This design comes from an exercise in tuning for small area and few clock cycles per item on the open sky130 flow, not from production work.
Function was checked by simulation only, so behaviour that the tests miss may differ from the original.
Power figures rest on the tool's default switching activity, not on a simulated workload.

Setup of run 1:
// vsldu_top
module vsldu_top #(
    parameter int VLEN = 64
) (
    input  logic                                clk,
    input  logic                                rst_n,
    input  logic                                in_valid,
    output logic                                in_ready,
    input  logic [2:0]                          op,
    input  logic [2:0]                          sew,
    input  logic [2:0]                          lmul,
    input  logic [vsldu_pkg::MAX_LMUL*VLEN-1:0] vs2,
    input  logic [vsldu_pkg::ELEN-1:0]          scalar,
    output logic                                out_valid,
    input  logic                                out_ready,
    output logic [vsldu_pkg::MAX_LMUL*VLEN-1:0] result
);
For scale: about 3000 cells after synthesis.
clock: 10.0 ns
lec_check: 0
cap_margin: 30
core_margin: 2
core_utilization: 30
place_density: 0.5
slew_margin: 25
synth_hierarchical: 1
standard.sh (not shown) runs the stock make flow with config.mk's settings and CLKGATE_MAP_FILE= SYNTH_SCRIPT=/design/flow/synth_recipe.tcl, a recipe that flattens the netlist after the stock synthesis.
==> flow/flow/run.sh <==
#!/bin/bash
# Layout: the standard flow (standard synthesis unchanged), with the port
# buffers made from the smallest buffer cell, small clock buffers and no CTS
# dummy loads.
set -euo pipefail
export BUFFER_PORTS_ARGS="-buffer_cell sky130_fd_sc_hd__buf_1"
export CTS_ARGS="-sink_clustering_enable -repair_clock_nets -dont_use_dummy_load -buf_list {sky130_fd_sc_hd__clkbuf_8} -root_buf sky130_fd_sc_hd__clkbuf_8 -sink_clustering_size 20 -sink_clustering_max_diameter 50"
bash standard.sh > make_flow.log 2>&1
Run 1 finished every step from synthesis to the final layout, and the layout passed the timing, DRC and antenna checks.
Testbench counts of run 1, summed over its fixed seeds: cycles 4,808, items 4,800.
Inputs modified between run 1 and run 2:
Settings: PLACE_DENSITY: 0.5 -> 0.42; CORE_UTILIZATION: 30 -> 24.
==> flow/run.sh (new file) <==
#!/bin/bash
# synth_recipe.tcl (not shown) runs the flow's synth.tcl, then flattens the netlist and writes it again
# the make line also repeats each setting of config.mk as NAME=value (left out here)
make -C /OpenROAD-flow-scripts/flow DESIGN_CONFIG=/design/flow/config.mk WORK_HOME=/design/flow/orfs CLKGATE_MAP_FILE= SYNTH_SCRIPT=/design/flow/synth_recipe.tcl finish
removed: flow/flow/run.sh
removed: flow/standard.sh
### Flow results
- Summary of the comparison: worst-path maximum fanout is higher in run 2, relative to run 1.
- Utilization after layout, run 2 and run 1: lower on run 2
- Run 1 has a higher path length in cells of the critical path than run 2.
- Run 2 vs run 1: required time of the worst setup path down
- Height of the chip up 12% in run 2 wrt run 1
> inputs changed (run 2 -> run 3)
Settings: swapping 0.42 for 0.48 in PLACE_DENSITY; swapping 24 for 28 in CORE_UTILIZATION.
==> flow/flow/run.sh (new file) <==
#!/bin/bash
# Layout: the standard flow (standard synthesis unchanged), with the port
# buffers made from the smallest buffer cell, small clock buffers and no CTS
# dummy loads.
set -euo pipefail
export BUFFER_PORTS_ARGS="-buffer_cell sky130_fd_sc_hd__buf_1"
export CTS_ARGS="-sink_clustering_enable -repair_clock_nets -dont_use_dummy_load -buf_list {sky130_fd_sc_hd__clkbuf_8} -root_buf sky130_fd_sc_hd__clkbuf_16"
bash standard.sh > make_flow.log 2>&1
==> flow/standard.sh (new file) <==
#!/bin/bash
# synth_recipe.tcl (not shown) runs the flow's synth.tcl, then flattens the netlist and writes it again
# the make line also repeats each setting of config.mk as NAME=value (left out here)
make -C /OpenROAD-flow-scripts/flow DESIGN_CONFIG=/design/flow/config.mk WORK_HOME=/design/flow/orfs CLKGATE_MAP_FILE= SYNTH_SCRIPT=/design/flow/synth_recipe.tcl "${@:-finish}"
removed: flow/run.sh
--- outcome ---
Sequential share of layout area was higher in run 3 than in run 2. When run 3 is measured against run 2, its clock skew turns out 0.018 ns higher. Run 3 vs run 2, met1 demand-to-capacity share in global routing went down by 1.4 points. Re met2 routing resource usage after global routing: run 3 and run 2 aren't equal, and the higher value belongs to run 2. When the final numbers for run 3 and run 2 were put side by side, the layout-stage area growth over the synthesis result turned out to be smaller in run 3. Taking run 2 as the reference, in run 3 power consumed by the clock network now sits lower, combinational power now sits lower.
Input-level comparison between run 4 and run 3:
Settings: changing PLACE_DENSITY from 0.48 to 0.42; changing CORE_UTILIZATION from 28 to 24.
Findings:
Run 4 vs run 3 — minimum period implied by the final worst setup slack dropped 0.049 ns.
Re power: run 4 is about 1.1% up on run 3.
Core utilization: run 4 lower than run 3
Diff run 3 -> run 4 | met2 layer usage reported by global route | decrease of 2.9 points
Taking run 3 as the reference, in run 4 count of plain and timing-repair buffers in the layout went up about 1.9%, die extent in x higher, DRC violation count after routing roughly the same.
In the flow results for run 4 and run 3, the power share of the combinational group is larger on run 4.
Compared with run 3, run 4 shows a higher worst slack on hold paths.

## separate check: timing with driven ports
In the flow no input, the clock included, has a driving cell. The finished layouts below were timed again as built, in two steps.
Step 1, drivers: a clkbuf_16 drives clk and a buf_2 each remaining input, both assumed.
Step 2 moves the port delays by t, midway between the first and last clock arrival at a register: inputs arrive t later, outputs are due t later. That takes back most of the time a late clock gives input paths.
a / b / c = ideal ports / drivers / drivers and shift; a / b = the first two.
| run | t, ns | slack for setup (ns) | worst hold slack (ns) | worst register clock-pin slew, ns | worst slew at a driven data input, ns |
|---|---|---|---|---|---|
| run 1 | 0.718 | 2.849 / 2.888 / 2.171 | 0.433 / 0.433 / 0.433 | 0.10 / 0.10 | 0.16 |
| run 2 | 0.651 | 1.906 / 1.957 / 1.307 | 0.440 / 0.440 / 0.440 | 0.07 / 0.07 | 0.11 |
| run 3 | 0.627 | 2.716 / 2.762 / 2.136 | 0.433 / 0.433 / 0.433 | 0.06 / 0.06 | 0.21 |
| run 4 | 0.619 | 2.765 / 2.821 / 2.201 | 0.439 / 0.439 / 0.439 | 0.07 / 0.07 | 0.23 |
After both steps every run listed still meets setup and hold. For run 1, which loses most, drivers alone change the setup slack by +0.039 ns; drivers and shift together by -0.678 ns.
